What follows belongs to an exercise in optimizing a design on an open flow for small area, a short achievable clock period and few clock cycles per item; a production flow would make more cautious choices. Only simulation tests tie the RTL to the original design; equivalence was not proved. No activity file was given, so power comes from the tool's default toggle rates.

==> flow/design.v <==
module sprite_compositor_n #(
  parameter int N_SPRITES = 8,
  parameter int SPR_SIZE  = 16,
  parameter int COORD_W   = 10,
  parameter int PAL_DEPTH = 16,
  parameter int COLOR_W   = 8,
  parameter int SLOT_W    = (N_SPRITES > 1) ? $clog2(N_SPRITES) : 1,
  parameter int SEL_WP    = $clog2(SPR_SIZE + 1),
  parameter int PAL_WP    = (PAL_DEPTH > 1) ? $clog2(PAL_DEPTH) : 1,
  parameter int DATA_W    = ((2 * COORD_W + PAL_WP + 2) > SPR_SIZE) ? (2 * COORD_W + PAL_WP + 2) : SPR_SIZE
) (
  input  logic                 clk_25,
  input  logic                 n_reset,
  input  logic                 wr_en,
  input  logic [SLOT_W-1:0]    wr_slot,
  input  logic [SEL_WP-1:0]    wr_sel,
  input  logic [DATA_W-1:0]    wr_data,
  input  logic                 att_color,
  input  logic [PAL_WP-1:0]    pal_addr,
  input  logic [3*COLOR_W-1:0] data_color,
  input  logic                 coll_clr,
  input  logic                 pix_valid,
  input  logic [COORD_W-1:0]   row,
  input  logic [COORD_W-1:0]   column,
  input  logic [COLOR_W-1:0]   FIFO_Red,
  input  logic [COLOR_W-1:0]   FIFO_Green,
  input  logic [COLOR_W-1:0]   FIFO_Blue,
  output logic [COLOR_W-1:0]   VGA_R,
  output logic [COLOR_W-1:0]   VGA_G,
  output logic [COLOR_W-1:0]   VGA_B,
  output logic                 out_valid,
  output logic [N_SPRITES-1:0] collision
);
  localparam int N     = N_SPRITES;
  localparam int PAL_W = PAL_WP;
  localparam int RGB_W = 3 * COLOR_W;
  logic [N-1:0][15:0][15:0] bmp_q;      
  logic [N-1:0][9:0]        x_q, y_q;   
  logic [N-1:0][PAL_W-1:0]  pi_q;
  logic [N-1:0]             md_q;
  logic [N-1:0]             en_q;
  logic [PAL_DEPTH-1:0][RGB_W-1:0] pal_q;   
  logic [N-1:0]       slot_we, attr_we;
  logic [N-1:0][15:0] row_we;
  logic [PAL_DEPTH-1:0] pal_we;
  always_comb begin
    for (int s = 0; s < N; s++) begin
      slot_we[s] = wr_en && (wr_slot == SLOT_W'(s));
      attr_we[s] = slot_we[s] && (wr_sel == '0);
      for (int r = 0; r < 16; r++)
        row_we[s][r] = slot_we[s] && (wr_sel == SEL_WP'(r + 1));
    end
    for (int p = 0; p < PAL_DEPTH; p++)
      pal_we[p] = att_color && (pal_addr == PAL_W'(p));
  end
  always_ff @(posedge clk_25) begin
    for (int s = 0; s < N; s++) begin
      if (attr_we[s]) begin
        x_q[s]  <= wr_data[9:0];
        y_q[s]  <= wr_data[19:10];
        pi_q[s] <= wr_data[23:20];
        md_q[s] <= wr_data[25];
      end
    end
  end
  logic [15:0]      bmp_din;
  logic [RGB_W-1:0] pal_din;
  logic [N-1:0]     en_din;
  assign bmp_din = wr_data[15:0] & {16{n_reset}};
  assign pal_din = data_color & {RGB_W{n_reset}};
  assign en_din  = {N{wr_data[24] & n_reset}};
  always_ff @(posedge clk_25) begin
    for (int s = 0; s < N; s++) begin
      if (attr_we[s] || !n_reset) en_q[s] <= en_din[s];
      for (int r = 0; r < 16; r++)
        if (row_we[s][r] || !n_reset) bmp_q[s][r] <= bmp_din;
    end
    for (int p = 0; p < PAL_DEPTH; p++)
      if (pal_we[p] || !n_reset) pal_q[p] <= pal_din;
  end
  logic                v0_q, v1_q, v2_q, v3_q, v4_q, ov_q;
  logic [RGB_W-1:0]    bg0_q, bg1_q, bg2_q, bg3_q, bg4_q;
  logic [N-1:0][3:0]   col0_q;
  logic [3:0]          rlo0_q;
  logic [N-1:0]        in0_q;
  logic [N-1:0][15:0]  rb1_q;
  logic [N-1:0][3:0]   dy1_q;
  logic [N-1:0]        in1_q;
  logic [N-1:0]        hit2_q;
  logic [PAL_W-1:0]    pi3_q;
  logic                md3_q, any3_q;
  logic [RGB_W-1:0]    p4_q;
  logic                md4_q, any4_q;
  logic [N-1:0]        coll_q;
  logic [RGB_W-1:0]    rgb_q;
  logic [N-1:0][4:0] lox, loy;    
  logic [N-1:0]      inx, iny;
  logic [N-1:0][5:0] ax, bx, ay, by;
  logic [N-1:0]      in0_d;
  logic [N-1:0][3:0] col0_d;
  always_comb begin
    for (int s = 0; s < N; s++) begin
      lox[s] = {1'b0, column[3:0]} - {1'b0, x_q[s][3:0]};
      loy[s] = {1'b0, row[3:0]}    - {1'b0, y_q[s][3:0]};
      ax[s]  = column[9:4];
      bx[s]  = ~x_q[s][9:4];
      ay[s]  = row[9:4];
      by[s]  = ~y_q[s][9:4];
      inx[s] = ((ax[s] ^ bx[s] ^ {ax[s][4:0] | bx[s][4:0], ~lox[s][4]}) == '0) &&
               (ax[s][5] | bx[s][5]);
      iny[s] = ((ay[s] ^ by[s] ^ {ay[s][4:0] | by[s][4:0], ~loy[s][4]}) == '0) &&
               (ay[s][5] | by[s][5]);
      in0_d[s]  = en_q[s] & inx[s] & iny[s];
      col0_d[s] = ~lox[s][3:0];     
    end
  end
  logic [N-1:0][15:0] rb1_d;
  logic [N-1:0][3:0]  dy1_d;
  always_comb begin
    for (int s = 0; s < N; s++) begin
      for (int r = 0; r < 16; r++)
        rb1_d[s][r] = bmp_q[s][r][col0_q[s]];
      dy1_d[s] = rlo0_q - y_q[s][3:0];
    end
  end
  logic [N-1:0] hit2_d;
  always_comb begin
    for (int s = 0; s < N; s++)
      hit2_d[s] = in1_q[s] & rb1_q[s][dy1_q[s]];
  end
  logic [PAL_W-1:0] pi3_d;
  logic             md3_d, multi;
  always_comb begin
    pi3_d = '0; md3_d = 1'b0;
    for (int s = N - 1; s >= 0; s--)
      if (hit2_q[s]) begin
        pi3_d = pi_q[s];
        md3_d = md_q[s];
      end
  end
  assign multi = (hit2_q & (hit2_q - N'(1))) != '0;
  logic [RGB_W-1:0] p4_d;
  assign p4_d = pal_q[pi3_q];
  logic [RGB_W-1:0] rgb_d;
  logic [COLOR_W:0] sum_r, sum_g, sum_b;
  always_comb begin
    sum_r = {1'b0, p4_q[23:16]} + {1'b0, bg4_q[23:16]};
    sum_g = {1'b0, p4_q[15:8]}  + {1'b0, bg4_q[15:8]};
    sum_b = {1'b0, p4_q[7:0]}   + {1'b0, bg4_q[7:0]};
    if (!any4_q)     rgb_d = bg4_q;
    else if (!md4_q) rgb_d = p4_q;
    else             rgb_d = {sum_r[8:1], sum_g[8:1], sum_b[8:1]};
  end
  always_ff @(posedge clk_25) begin
    bg0_q <= {FIFO_Red, FIFO_Green, FIFO_Blue};
    col0_q <= col0_d; rlo0_q <= row[3:0]; in0_q <= in0_d;
    bg1_q <= bg0_q; rb1_q <= rb1_d; dy1_q <= dy1_d; in1_q <= in0_q;
    bg2_q <= bg1_q; hit2_q <= hit2_d;
    bg3_q <= bg2_q; pi3_q <= pi3_d; md3_q <= md3_d; any3_q <= |hit2_q;
    bg4_q <= bg3_q; p4_q <= p4_d; md4_q <= md3_q; any4_q <= any3_q;
    rgb_q <= rgb_d;
  end
  always_ff @(posedge clk_25 or negedge n_reset) begin
    if (!n_reset) begin
      v0_q <= 1'b0; v1_q <= 1'b0; v2_q <= 1'b0; v3_q <= 1'b0; v4_q <= 1'b0;
    end else begin
      v0_q <= pix_valid; v1_q <= v0_q; v2_q <= v1_q; v3_q <= v2_q; v4_q <= v3_q;
    end
  end
  always_ff @(posedge clk_25) begin
    if (!n_reset) begin
      ov_q <= 1'b0; coll_q <= '0;
    end else begin
      ov_q <= v4_q;
      if (coll_clr)           coll_q <= '0;
      else if (v2_q && multi) coll_q <= coll_q | hit2_q;
    end
  end
  assign VGA_R     = rgb_q[RGB_W-1 -: COLOR_W];
  assign VGA_G     = rgb_q[2*COLOR_W-1 -: COLOR_W];
  assign VGA_B     = rgb_q[COLOR_W-1:0];
  assign out_valid = ov_q;
  assign collision = coll_q;
endmodule
export LEC_CHECK = 0
export CAP_MARGIN = 20
export CORE_MARGIN = 2
export CORE_UTILIZATION = 40
export CTS_CLUSTER_DIAMETER = 60
export CTS_CLUSTER_SIZE = 25
export SETUP_SLACK_MARGIN = 2.4
export SLEW_MARGIN = 20
create_clock -name core_clock -period 4.5 [get_ports {clk_25}]
run.sh (not shown) runs the stock make flow with config.mk's settings and CLKGATE_MAP_FILE= SYNTH_SCRIPT=/design/flow/synth_recipe.tcl, a recipe that flattens the netlist after the stock synthesis.
Testbench counts at the start, summed over its fixed seeds: cycles 33,536, pixels 32,768.
==> next run, changes <==
==> flow/flow/run.sh (new file) <==
#!/bin/bash
# Standard layout, with clock tree synthesis told not to add dummy balancing loads
# and to cluster sinks into larger groups (fewer leaf buffers).
set -e
cp standard.sh standard_copy.log
export CTS_ARGS="-sink_clustering_enable -repair_clock_nets -dont_use_dummy_load -sink_clustering_size 25 -sink_clustering_max_diameter 120"
bash standard.sh > standard.log 2>&1
==> flow/standard.sh (new file) <==
#!/bin/bash
# synth_recipe.tcl (not shown) runs the flow's synth.tcl, then flattens the netlist and writes it again
# the make line also repeats each setting of config.mk as NAME=value (left out here)
make -C /OpenROAD-flow-scripts/flow DESIGN_CONFIG=/design/flow/config.mk WORK_HOME=/design/flow/orfs CLKGATE_MAP_FILE= SYNTH_SCRIPT=/design/flow/synth_recipe.tcl "${@:-finish}"
Settings changed: ABC_AREA set to 1, CTS_CLUSTER_DIAMETER 60 to unset, CTS_CLUSTER_SIZE 25 to unset.
removed: flow/run.sh
Final area decreases slightly.
Wire length increases by roughly a tenth.
Sequential share of layout area increases by 0.31 points.
Fmax increases slightly.
Register-to-register slack degrades by 0.02 ns.
Clock-buffer cell count decreases by 77.
Total power decreases by roughly a tenth.
Clock power decreases by a quarter to a third.
Area after synthesis increases by a few percent.
Non-clock buffer count increases by 9.
Die area increases by a few percent.
==> next run, changes <==
==> flow/flow/run.sh (replaced) <==
#!/bin/bash
# Standard layout with two changes: clock tree synthesis adds no dummy balancing
# loads and clusters sinks into larger groups, and the port buffers are plain
# buf_4 cells (which the resizer can size up) instead of delay buffers.
set -e
cp standard.sh standard_copy.log
export CTS_ARGS="-sink_clustering_enable -repair_clock_nets -dont_use_dummy_load -sink_clustering_size 25 -sink_clustering_max_diameter 120"
export BUFFER_PORTS_ARGS="-buffer_cell sky130_fd_sc_hd__buf_4"
bash standard.sh > standard.log 2>&1
Settings changed: ABC_AREA 1 to unset, SETUP_SLACK_MARGIN 2.4 to 2.6.
Effect: Sequential power hardly moves. First-iteration DRC count drops by about 24%. Power is about the same. Wire length decreases by about 10%. Synthesized cell count shrinks by about 44%. Area after synthesis is lower by 3.4%. Die area drops by about 3.4%.
==> next run, changes <==
==> flow/flow/run.sh (replaced) <==
#!/bin/bash
# Standard layout, with clock tree synthesis told not to add dummy balancing loads
# and to cluster sinks into larger groups (fewer leaf buffers).
set -e
cp standard.sh standard_copy.log
export CTS_ARGS="-sink_clustering_enable -repair_clock_nets -dont_use_dummy_load -sink_clustering_size 25 -sink_clustering_max_diameter 120"
bash standard.sh > standard.log 2>&1
Settings changed: SETUP_SLACK_MARGIN 2.6 to 2.4, TNS_END_PERCENT set to 10.
Sequential share of layout area rose by 1.5 points.
Clock skew rose by 0.021 ns.
Setup slack is worse by 0.11 ns.
Via count fell slightly.

==> what the ideal ports hide <==
In the flow no input, the clock included, has a driving cell. The finished layouts below were timed again as built, in two steps.
Step 1, drivers: a clkbuf_16 drives clk_25 and a buf_2 each remaining input, both assumed.
Step 2, shift: input delay + t, output delay - t, t = (earliest + latest rising clock arrival at the registers) / 2. This alone moves slack from input paths to output paths.
a / b / c = no drivers / after step 1 / after step 2; a / b = the first two.
run | t, ns | slack for setup (ns) | clock arrival spread, ns | slew at the worst register clock pin (ns) | worst data-port slew with drivers (ns)
the first run | 0.954 | 2.228 / 2.128 / 1.397 | 0.128 / 0.128 | 0.10 / 0.10 | 0.27
the second run | 0.942 | 2.239 / 2.137 / 1.400 | 0.097 / 0.097 | 0.11 / 0.11 | 0.26
the third run | 0.921 | 2.265 / 2.166 / 1.679 | 0.110 / 0.110 | 0.11 / 0.11 | 0.32
the fourth run | 0.897 | 2.152 / 2.097 / 1.200 | 0.150 / 0.151 | 0.11 / 0.11 | 0.24
After both steps every run listed still meets setup and hold. For the fourth run, which loses most, drivers alone change the setup slack by -0.055 ns; drivers and shift together by -0.952 ns.
